Background: an optimization exercise with open tools, aiming at small area. Do not read the settings as production practice. The RTL was checked by simulation tests, not by an equivalence proof against the original design.

==> flow/design.v <==
`default_nettype none
package ball_pkg;
	function automatic logic [18:0] wb_add18(input logic [17:0] a, input logic [17:0] b, input logic cin);
		logic c;
		c = cin;
		for (int i = 0; i < 18; i++) begin
			wb_add18[i] = a[i] ^ b[i] ^ c;
			c = (a[i] & b[i]) | (c & (a[i] ^ b[i]));
		end
		wb_add18[18] = c;
	endfunction
endpackage
`default_nettype wire
`timescale 1ns/10ps
`default_nettype none
module wb_axis #(
	parameter logic [17:0] START_RAW = 18'd0,
	parameter int          HIGH_EDGE = 0
) (
	input  logic        clk,
	input  logic        resetN,
	input  logic        pocket,
	input  logic        sof,
	input  logic        shot_valid,
	input  logic        slow_gift,
	input  logic        fast_gift,
	input  logic [12:0] shot,
	input  logic        dec,
	output logic [17:0] p_q,
	output logic [15:0] v_q
);
	logic [1:0]  blk_q;
	logic        s;
	logic        at_cushion, bounce;
	logic        stop_v;
	logic        inv, k, cin, oinv;
	logic [15:0] a, r, fr;
	logic [18:0] sum;
	logic [17:0] p_add;
	assign s = v_q[15];
	assign at_cushion = ($signed(p_q) <= $signed(18'(30*64))) || ($signed(p_q) >= $signed(18'(HIGH_EDGE)));
	assign bounce = at_cushion && blk_q == 2'd0 && !pocket && !sof && !shot_valid && !slow_gift && !fast_gift;
	assign stop_v = (v_q[15:3] == 13'd0 && !(v_q[2] && v_q[1:0] != 2'd0)) || (v_q[15:2] == 14'h3fff);
	always_comb begin
		if (sof) begin
			inv = ~s; k = 1'b1; cin = 1'b0;
		end else if (slow_gift) begin
			inv = 1'b0; k = 1'b0; cin = s;
		end else begin
			inv = 1'b1; k = 1'b0; cin = 1'b1;
		end
		a   = v_q ^ {16{inv}};
		sum = ball_pkg::wb_add18({2'b00, a}, {16'd0, k, k}, cin);
		r   = sum[15:0];
		fr  = r ^ {16{~s}};
	end
	assign p_add = ball_pkg::wb_add18(p_q, {{2{s}}, v_q}, 1'b0);
	always_ff @(posedge clk or negedge resetN) begin
		if (!resetN) begin
			p_q   <= START_RAW;
			v_q   <= '0;
			blk_q <= '0;
		end else begin
			if (pocket) begin
				p_q <= START_RAW;
				v_q <= '0;
			end else if (sof) begin
				p_q <= p_add[17:0];
				if (stop_v) v_q <= '0;
				else if (dec) v_q <= fr;
			end else if (shot_valid) begin
				v_q <= {{3{shot[12]}}, shot};
			end else if (slow_gift) begin
				v_q <= {r[15], r[15:1]};
			end else if (fast_gift) begin
				v_q <= {v_q[14:0], 1'b0};
			end else if (bounce) begin
				v_q <= r;
			end
			if (bounce) blk_q <= 2'd1;
			else if (sof && blk_q != 2'd0) blk_q <= blk_q + 2'd1;
		end
	end
endmodule
module white_ball_motion (
	input  logic                     clk,
	input  logic                     resetN,
	input  logic                     start_of_frame,
	input  logic                     hit,
	input  logic                     can_cont,
	input  logic [11-1:0] cursor_x,
	input  logic [11-1:0] cursor_y,
	input  logic [4-1:0] power,
	input  logic                     pocket,
	input  logic                     fast_gift,
	input  logic                     slow_gift,
	output logic signed [12-1:0] pos_x,
	output logic signed [12-1:0] pos_y,
	output logic signed [16-1:0] speed_x,
	output logic signed [16-1:0] speed_y,
	output logic                     moving
);
	logic [17:0] px, py;
	logic [15:0] vx, vy;
	logic        req_level_q, req_q, shot_valid_q;
	logic        req_d;
	logic [12:0] dy_q;
	logic [3:0]  pow_q;
	logic [12:0] shot_x_q, shot_y_q;
	logic [18:0] dx_s, dy_s;
	logic [12:0] m_d;
	logic [3:0]  m_p;
	logic [16:0] row0, row1, row2, row3;
	logic [18:0] acc1, acc2, acc3;
	logic [16:0] prod;
	logic        pos_ovf, neg_ovf;
	logic [12:0] m_sat;
	assign req_d = hit & can_cont & ~req_level_q;
	assign dx_s = ball_pkg::wb_add18({{6{px[17]}}, px[17:6]}, {7'h7f, ~cursor_x}, 1'b1);
	assign dy_s = ball_pkg::wb_add18({{6{py[17]}}, py[17:6]}, {7'h7f, ~cursor_y}, 1'b1);
	assign m_d = req_q ? dy_q : dx_s[12:0];
	assign m_p = req_q ? pow_q : power;
	assign row0 = {{4{m_d[12]}}, m_d} & {17{m_p[0]}};
	assign row1 = {{3{m_d[12]}}, m_d, 1'b0} & {17{m_p[1]}};
	assign row2 = {{2{m_d[12]}}, m_d, 2'b0} & {17{m_p[2]}};
	assign row3 = {m_d[12], m_d, 3'b0} & {17{m_p[3]}};
	assign acc1 = ball_pkg::wb_add18({1'b0, row0}, {1'b0, row1}, 1'b0);
	assign acc2 = ball_pkg::wb_add18({1'b0, acc1[16:0]}, {1'b0, row2}, 1'b0);
	assign acc3 = ball_pkg::wb_add18({1'b0, acc2[16:0]}, {1'b0, row3}, 1'b0);
	assign prod = acc3[16:0];
	assign pos_ovf = !prod[16] && prod[15:12] != 4'd0;
	assign neg_ovf = prod[16] && (prod[15:12] != 4'hf || prod[11:0] == 12'd0);
	assign m_sat   = pos_ovf ? 13'h0fff : neg_ovf ? 13'h1001 : prod[12:0];
	always_ff @(posedge clk or negedge resetN) begin
		if (!resetN) begin
			req_level_q  <= 1'b0;
			req_q        <= 1'b0;
			shot_valid_q <= 1'b0;
		end else begin
			req_level_q  <= hit & can_cont;
			req_q        <= req_d;
			shot_valid_q <= req_q;
		end
	end
	always_ff @(posedge clk) begin
		dy_q     <= dy_s[12:0];
		pow_q    <= power;
		shot_y_q <= m_sat;
		if (req_d) shot_x_q <= m_sat;
	end
	logic        sx, sy;
	logic [14:0] ax, ay;
	logic [18:0] dif;
	logic        d_neg, d_zero, d_m1, d_p1;
	logic        dec_x, dec_y;
	assign sx = speed_x[15];
	assign sy = speed_y[15];
	assign ax = speed_x[14:0] ^ {15{sx}};
	assign ay = speed_y[14:0] ^ {15{sy}};
	assign dif = ball_pkg::wb_add18({3'b000, ax}, {3'b111, ~ay}, 1'b1);
	assign d_neg  = dif[15];
	assign d_zero = dif[15:0] == 16'd0;
	assign d_m1   = dif[15:0] == 16'hffff;
	assign d_p1   = dif[15:0] == 16'd1;
	always_comb begin
		case ({sx, sy})
			2'b10: begin
				dec_x = !d_neg || d_m1;
				dec_y = d_neg;
			end
			2'b01: begin
				dec_x = !d_neg && !d_zero;
				dec_y = d_neg || d_zero || d_p1;
			end
			default: begin
				dec_x = !d_neg;
				dec_y = d_neg || d_zero;
			end
		endcase
	end
	wb_axis #(
		.START_RAW (18'(280 * 64)),
		.HIGH_EDGE ((639 - 62) * 64)
	) u_x (
		.clk (clk), .resetN (resetN), .pocket (pocket), .sof (start_of_frame),
		.shot_valid (shot_valid_q), .slow_gift (slow_gift), .fast_gift (fast_gift),
		.shot (shot_x_q), .dec (dec_x), .p_q (px), .v_q (vx)
	);
	wb_axis #(
		.START_RAW (18'(185 * 64)),
		.HIGH_EDGE ((479 - 62) * 64)
	) u_y (
		.clk (clk), .resetN (resetN), .pocket (pocket), .sof (start_of_frame),
		.shot_valid (shot_valid_q), .slow_gift (slow_gift), .fast_gift (fast_gift),
		.shot (shot_y_q), .dec (dec_y), .p_q (py), .v_q (vy)
	);
	always_ff @(posedge clk or negedge resetN) begin
		if (!resetN) begin
			speed_x <= '0;
			speed_y <= '0;
		end else begin
			speed_x <= vx;
			speed_y <= vy;
		end
	end
	assign pos_x  = px[17:6];
	assign pos_y  = py[17:6];
	assign moving = |{speed_x, speed_y};
endmodule
`default_nettype wire
==> flow/run.sh <==
#!/bin/bash
# synth_recipe.tcl (not shown) runs the flow's synth.tcl, then flattens the netlist and writes it again
# the make line also repeats each setting of config.mk as NAME=value (left out here)
make -C /OpenROAD-flow-scripts/flow DESIGN_CONFIG=/design/flow/config.mk WORK_HOME=/design/flow/orfs CLKGATE_MAP_FILE= SYNTH_SCRIPT=/design/flow/synth_recipe.tcl finish
==> flow/config.mk <==
export PLATFORM = sky130hd
export DESIGN_NAME = white_ball_motion
export DESIGN_NICKNAME = white_ball_motion
export VERILOG_FILES = /design/flow/design.v
export SDC_FILE = /design/flow/constraint.sdc
export NUM_CORES = 4
export LEC_CHECK = 0
export CAP_MARGIN = 20
export CORE_MARGIN = 2
export CORE_UTILIZATION = 40
export CTS_BUF_LIST = sky130_fd_sc_hd__clkbuf_4 sky130_fd_sc_hd__clkbuf_8
export SLEW_MARGIN = 20
==> flow/constraint.sdc <==
create_clock -name core_clock -period 10.0 [get_ports {clk}]
set_input_delay 2.0000 -clock core_clock [delete_from_list [all_inputs] [get_ports {clk}]]
set_output_delay 2.0000 -clock core_clock [all_outputs]
set_load 0.01 [all_outputs]
==> impl_metrics.ini, run 1 <==
[status]
run_status = finished with violations
so_faults = negative setup slack

[cells_and_area]
drive_gt1_frac = 0.168
diodes = 0
num-fill-cells = 2664
areaGrowthSynthToFinish_pct = 18.1
fin_util = 0.482
nNetsFinal = 1393
final_cell_area_um2 = 13500

[synth]
synthArstFlopShare = 0.713
synth-edff-count = 13
ys_top_cells_by_count = inv_1, fa_1, dfrtp_1
synth_most_common_cell = inv_1
synth_nets = 1300
synth_top_area_frac = 0.218
yosysTopAreaCell = dfrtp_1
ys_types = 61
synth_flop_cell = dfrtp_1
synth.avg_cell_area_um2 = 10.2
synth_warnings = 3
synthTopCellsByArea = dfrtp_1, fa_1, xnor2_1, mux2i_1, dfxtp_1
synth_area_um2 = 11400
syn_inst = 1113
ys_seq_area_frac = 0.323
synth_seq_cells = 150

[run]
cap_violations = 0

[clocking]
htreeDepth = 4
cts_max_path_buffers = 2
cts_root_buf = clkbuf_8
clk_pin_slew_ps = 80
cts_made_buffers = 17
insertion_delay_ps = 470
cts_tree = yes
cts_sinks = 150

[setup_path]
critPathLaunchType = input port
critical_path.endpoint_type = register
worstReg2RegStart = u_x.p_q[6]$_DFFE_PN0P_
cp.required_ps = 10220
path_class = input port to register
crit_top_cell = fa_2
regToRegEndpoint = shot_x_q[5]$_DFFE_PP_
critPathMaxStageDelay_ps = 530
cp.arrival_ps = 10850
r2r_slack_ps = 310
r2r_cells = 33
crit_slowest_cell = fa_2
worstPathMaxFanout = 5

[min_path]
hold_depth = 0
hold_class = register to register
min_to = speed_x[1]$_DFF_PN0_
min_from = u_x.v_q[1]$_DFFE_PN0P_

[timing]
setup_viol = 26
fin_skew_ps = 16.6
drv_slew = 0
worst_slack_ps = -631
layout_min_cycle_time_ps = 10630
final-hold-violation-count = 0
fin_tns_setup_ps = -13080
rsz0062_at_grt = yes
timing.slew.headroom = 0.318
fmax_mhz = 94.1
fin_crit_sh = 1.06
max_slew.worst_pin.slew_ps = 1020

[floorplan]
dieWidth_um = 173
core-area_um2 = 27900
start_util = 0.408
die_h_um = 173
ios = 91
rows = 61
die_area_um2 = 29800

[placement]
place_congestion = 0.878
place_worst_setup_slack_ps = -1500
dp_hpwl_mm = 22.2
dpl_cell_area_um2 = 12900
port-buffer-count = 90

[global_routing]
antenna_found_initial = 0
met2_usage = 0.326
grt_overflow = 0
busiest_layer = met2
grt_max_degree = 64
grt_pass1_wl_mm = 47.4
grt_pass1_vias = 8507
grtUsageMet1 = 0.286
track_usage = 0.204
grt_use_met3 = 0.0310

[route]
wl_per_cell_um = 18.4
viasPerCell = 5.11
drc = 0
detail_route.first_pass.iterations = 5
vias = 8159
ant_nets = 0
wl_mm = 29.4
first_iter_violations = 556
==> metal layers <==
| metal | up-vias | part of all wire | routed length (um) |
|---|---|---|---|
| met3 | 32 | 0.046 | 1360 |
| met1 | 4094 | 0.46 | 13600 |
| li1 | 3820 | - | - |
| met5 | - | 0 | 0 |
| met4 | 0 | 0.022 | 645 |
| met2 | 213 | 0.47 | 13700 |
==> worst max-delay path: cells and delay by family <==
family,cells,cell delay [ps]
AO/OA/AOI/OAI,2,330
XOR/XNOR,2,300
adder cells (fa/ha/maj),19,7060
buffers and inverters,7,480
multiplexers,1,160
AND/OR/NAND/NOR,2,480
==> flip-flops by register name (all words and copies together), names as in the netlist <==
name and count:
u_y.v_q 16, shot_valid_q 1, speed_y 16, req_level_q 1, pow_q 4, shot_y_q 13, u_x.p_q 18, u_y.p_q 18
speed_x 16, u_y.blk_q 2, u_x.blk_q 2, shot_x_q 13, req_q 1, dy_q 13, u_x.v_q 16
==> cells in the final DEF, fill, tap and decap left out, types with 4 or more instances in the layout <==
cell | Yosys | layout
a21oi_4 | 0 | 6
inv_4 | 0 | 5
a211oi_1 | 11 | 11
a21oi_2 | 3 | 8
fa_1 | 111 | 83
fa_2 | 0 | 28
nor2_1 | 94 | 93
nor3_1 | 7 | 7
dfrtp_1 | 99 | 99
mux2i_1 | 65 | 59
inv_1 | 149 | 141
edfxtp_1 | 13 | 13
dfxtp_1 | 30 | 30
buf_4 | 26 | 54
ha_1 | 42 | 41
a22oi_1 | 13 | 13
o211ai_1 | 4 | 4
xor2_1 | 27 | 27
xnor2_1 | 76 | 74
mux2_2 | 27 | 26
nand2b_1 | 12 | 12
mux2i_2 | 0 | 6
dfstp_2 | 8 | 8
a22o_1 | 6 | 6
clkdlybuf4s50_1 | 0 | 86
a2bb2oi_1 | 4 | 4
nand4_1 | 13 | 13
clkbuf_8 | 0 | 17
a21oi_1 | 45 | 35
nand2_1 | 56 | 54
o22ai_1 | 11 | 11
inv_2 | 0 | 8
nor4_1 | 17 | 17
o21ai_0 | 44 | 42
==> cell families after synthesis <==
family,Yosys count,synth area share
and+or+nand+nor,228,0.0946
buffers and inverters,225,0.0849
AOI/OAI and AO/OA,161,0.0917
adders and majority gates,153,0.241
DFF,150,0.323
xor gates and xnor gates,103,0.0792
muxes,93,0.0852
==> final cells by class <==
| cell class | count | area [um^2] | area share |
|---|---|---|---|
| multi-input combinational | 739 | 7010 | 0.521 |
| sequential | 150 | 3680 | 0.273 |
| timing repair buffer | 147 | 1360 | 0.101 |
| inverter | 151 | 567 | 0.0421 |
| tap | 378 | 473 | 0.0352 |
| clock buffer | 19 | 249 | 0.0185 |
| clock inverter | 13 | 118 | 0.00874 |
==> metrics by stage <==
stage | hold slack, ps | cells
after floorplan | 389 | 1113
after global placement | 439 | 1552
after detailed placement | 430 | 1552
after CTS | 451 | 1594
after global routing | 469 | 1597
final | 455 | 1597
==> timing repair <==
action | CTS | global route
hold buffers | 0 | 0
cloned | 1 | 0
buffers inserted | 9 | 3
pin swaps | 20 | 19
endpoints found under the setup margin | 26 | 26
resized for setup | 23 | 14
==> worst max path at each step <==
stage / slack (ps) / cells past startpoint / startpoint / to
floorplan: -650 / 31 / cursor_x[0] / shot_x_q[0]$_DFFE_PP_
global placement: -1470 / 32 / cursor_x[0] / shot_x_q[5]$_DFFE_PP_
detailed placement: -1500 / 32 / cursor_x[0] / shot_x_q[5]$_DFFE_PP_
CTS: -920 / 31 / cursor_x[0] / shot_x_q[0]$_DFFE_PP_
global route: -860 / 33 / cursor_x[0] / shot_x_q[3]$_DFFE_PP_
finish: -630 / 33 / cursor_x[0] / shot_x_q[5]$_DFFE_PP_
==> run 2, diff against run 1 <==
--- a/flow/config.mk
+++ b/flow/config.mk
@@ -8,5 +8,4 @@
 export CAP_MARGIN = 20
 export CORE_MARGIN = 2
 export CORE_UTILIZATION = 40
-export CTS_BUF_LIST = sky130_fd_sc_hd__clkbuf_4 sky130_fd_sc_hd__clkbuf_8
 export SLEW_MARGIN = 20
==> run 2 against run 1 <==
  * Critical endpoint is now shot_x_q[2]$_DFFE_PP_
  * Non-clock buffer count increased by 2
  * Critical path type unchanged
  * Via count rose by 1.2%
  * The layout still fails its checks (negative setup slack)
==> impl_metrics.ini, run 2 <==
[timing]
fin_skew_ps = 11.0
setup_viol = 26
drv_slew = 0
max_slew.worst_pin.slew_ps = 991
fmax_mhz = 93.5
whs_ps = 442
worst_slack_ps = -692
rsz0062_at_grt = yes
timing.slew.headroom = 0.337
final-hold-violation-count = 0
layout_min_cycle_time_ps = 10690
fin_crit_sh = 1.07

[floorplan]
core-area_um2 = 27900
rows = 61
dieWidth_um = 173
die_h_um = 173
start_util = 0.408
die_area_um2 = 29800
ios = 91

[route]
first_iter_violations = 572
vias = 8255
ant_nets = 0
drc = 0
detail_route.first_pass.iterations = 5
wl_per_cell_um = 18.5
viasPerCell = 5.16
wl_mm = 29.6

[status]
run_status = finished with violations
so_faults = negative setup slack

[setup_path]
worstPathMaxFanout = 5
critPathLaunchType = input port
path_class = input port to register
crit_top_cell = fa_2
worst-path-buf-inv = 7
cp.arrival_ps = 10870
cp.required_ps = 10180
critical_path.endpoint_type = register
crit_family = adder cells
crit_slowest_cell = fa_2
worstReg2RegStart = u_x.p_q[6]$_DFFE_PN0P_
critPathMaxStageDelay_ps = 530
cp-startpoint = cursor_x[0]

[run]
cap_violations = 0

[synth]
ys_seq_area_frac = 0.323
synth_area_um2 = 11400
synth_top_area_frac = 0.218
yosysTopAreaCell = dfrtp_1
synth-edff-count = 13
syn_inst = 1113
synthTopCellsByArea = dfrtp_1, fa_1, xnor2_1, mux2i_1, dfxtp_1
synth_most_common_cell = inv_1
synth_seq_cells = 150
synth.avg_cell_area_um2 = 10.2
synthArstFlopShare = 0.713
synth_warnings = 3
ys_top_cells_by_count = inv_1, fa_1, dfrtp_1
synth_nets = 1300
synth_flop_cell = dfrtp_1
ys_types = 61

[global_routing]
grt_pass1_wl_mm = 47.7
grt_pass1_vias = 8505
track_usage = 0.205
antenna_found_initial = 0
grt_max_degree = 64
grt_overflow = 0

[clocking]
insertion_delay_ps = 430
clk_pin_slew_ps = 60
cts_tree = yes
cts_sinks = 150
cts_made_buffers = 17
cts_root_buf = clkbuf_16
cts_max_path_buffers = 2
htreeDepth = 4
hold_buffers = 0

[min_path]
hold_class = register to register
min_from = u_x.v_q[1]$_DFFE_PN0P_

[placement]
dp_hpwl_mm = 22.2
place_congestion = 0.878
place_worst_setup_slack_ps = -1500
port-buffer-count = 90

[cells_and_area]
final_common_cell = inv_1
fin_util = 0.491
nNetsFinal = 1395
mostFrequentLayoutCells = inv_1, dfrtp_1, nor2_1, clkdlybuf4s50_1, fa_1
drive_gt1_frac = 0.169
areaGrowthSynthToFinish_pct = 20.3
reg.largest.list = u_x.p_q: 18 flops, u_y.p_q: 18 flops
diodes = 0
## run 2: cells by family after synthesis
logic type / Yosys count / synth area share
flip-flops: 150 / 0.323
AND/OR/NAND/NOR: 228 / 0.0946
AO/OA/AOI/OAI: 161 / 0.0917
XOR/XNOR: 103 / 0.0792
multiplexers: 93 / 0.0852
adder cells (fa/ha/maj): 153 / 0.241
buffers and inverters: 225 / 0.0849
## run 2: per-layer routing
layer  global-route usage  vias to the layer above  wire length (um)
met3               0.0321                       33              1300
met2                0.333                      245             14000
met4               0.0519                        0               516
li1                     -                     3839                 -
met5                    0                        -                 0
met1                0.288                     4138             13800
## run 2: worst paths after layout
path                                     endpoint  slack (ps)  depth (start not counted)
max                         shot_x_q[2]$_DFFE_PP_        -690                         33
min                          speed_x[1]$_DFF_PN0_         440                          0
max reg2reg                 shot_x_q[2]$_DFFE_PP_         290                         33
min reg2reg                  speed_x[1]$_DFF_PN0_         440                          0
max in group asynchronous  u_x.p_q[1]$_DFFE_PN0P_        7200                          2
min in group asynchronous  u_y.v_q[6]$_DFFE_PN0P_        1670                          1
## run 2: stage by stage
step | cells | TNS, ps | cell area [um^2]
after floorplan | 1113 | -14010 | 11600
after global placement | 1552 | -34320 | 12900
after detailed placement | 1552 | -35330 | 12900
after CTS | 1594 | -22400 | 13600
after global routing | 1599 | -20680 | 13700
final | 1599 | -14740 | 13700
## run 2: repair_timing
item                                    in CTS  in global routing
pin swaps                                   20                 26
buffers inserted                             9                  4
endpoints found under the setup margin      26                 26
resized for setup                           25                 18
cloned                                       1                  1
## run 2: area by class of cell
cell class                      count  area [um^2]
Inverter                          151          567
Tap cell                          378          473
Sequential cell                   150         3680
Fill cell                        2624        14200
Clock buffer                       20          458
Multi-Input combinational cell    739         7050
Timing Repair Buffer              149         1390
Clock inverter                     12         87.6

re-timing with driven ports:
No port has a modelled driver above. Below, the same layouts with a new extraction and two added sets of constraints.
Step 1 assumes that a clkbuf_16 drives the clock port and a buf_2 every other input.
Step 2 adds t to the input delays and takes it off the output delays; t is the mean of the earliest and latest rising clock arrival at the registers after step 1. Input paths then give back, and output paths get back, about the clock's delay inside the block.
Three values: ideal ports, drivers, drivers and shift; two values: the first two.
run | t, ns | setup slack, ns | clock arrival spread, ns
run 1 | 0.504 | -0.631 / -0.630 / -1.133 | 0.017 / 0.017
run 2 | 0.477 | -0.692 / -0.685 / -1.162 | 0.012 / 0.012
The setup slack of run 1, which loses most, moves by +0.001 ns with the drivers and by -0.502 ns with both steps.
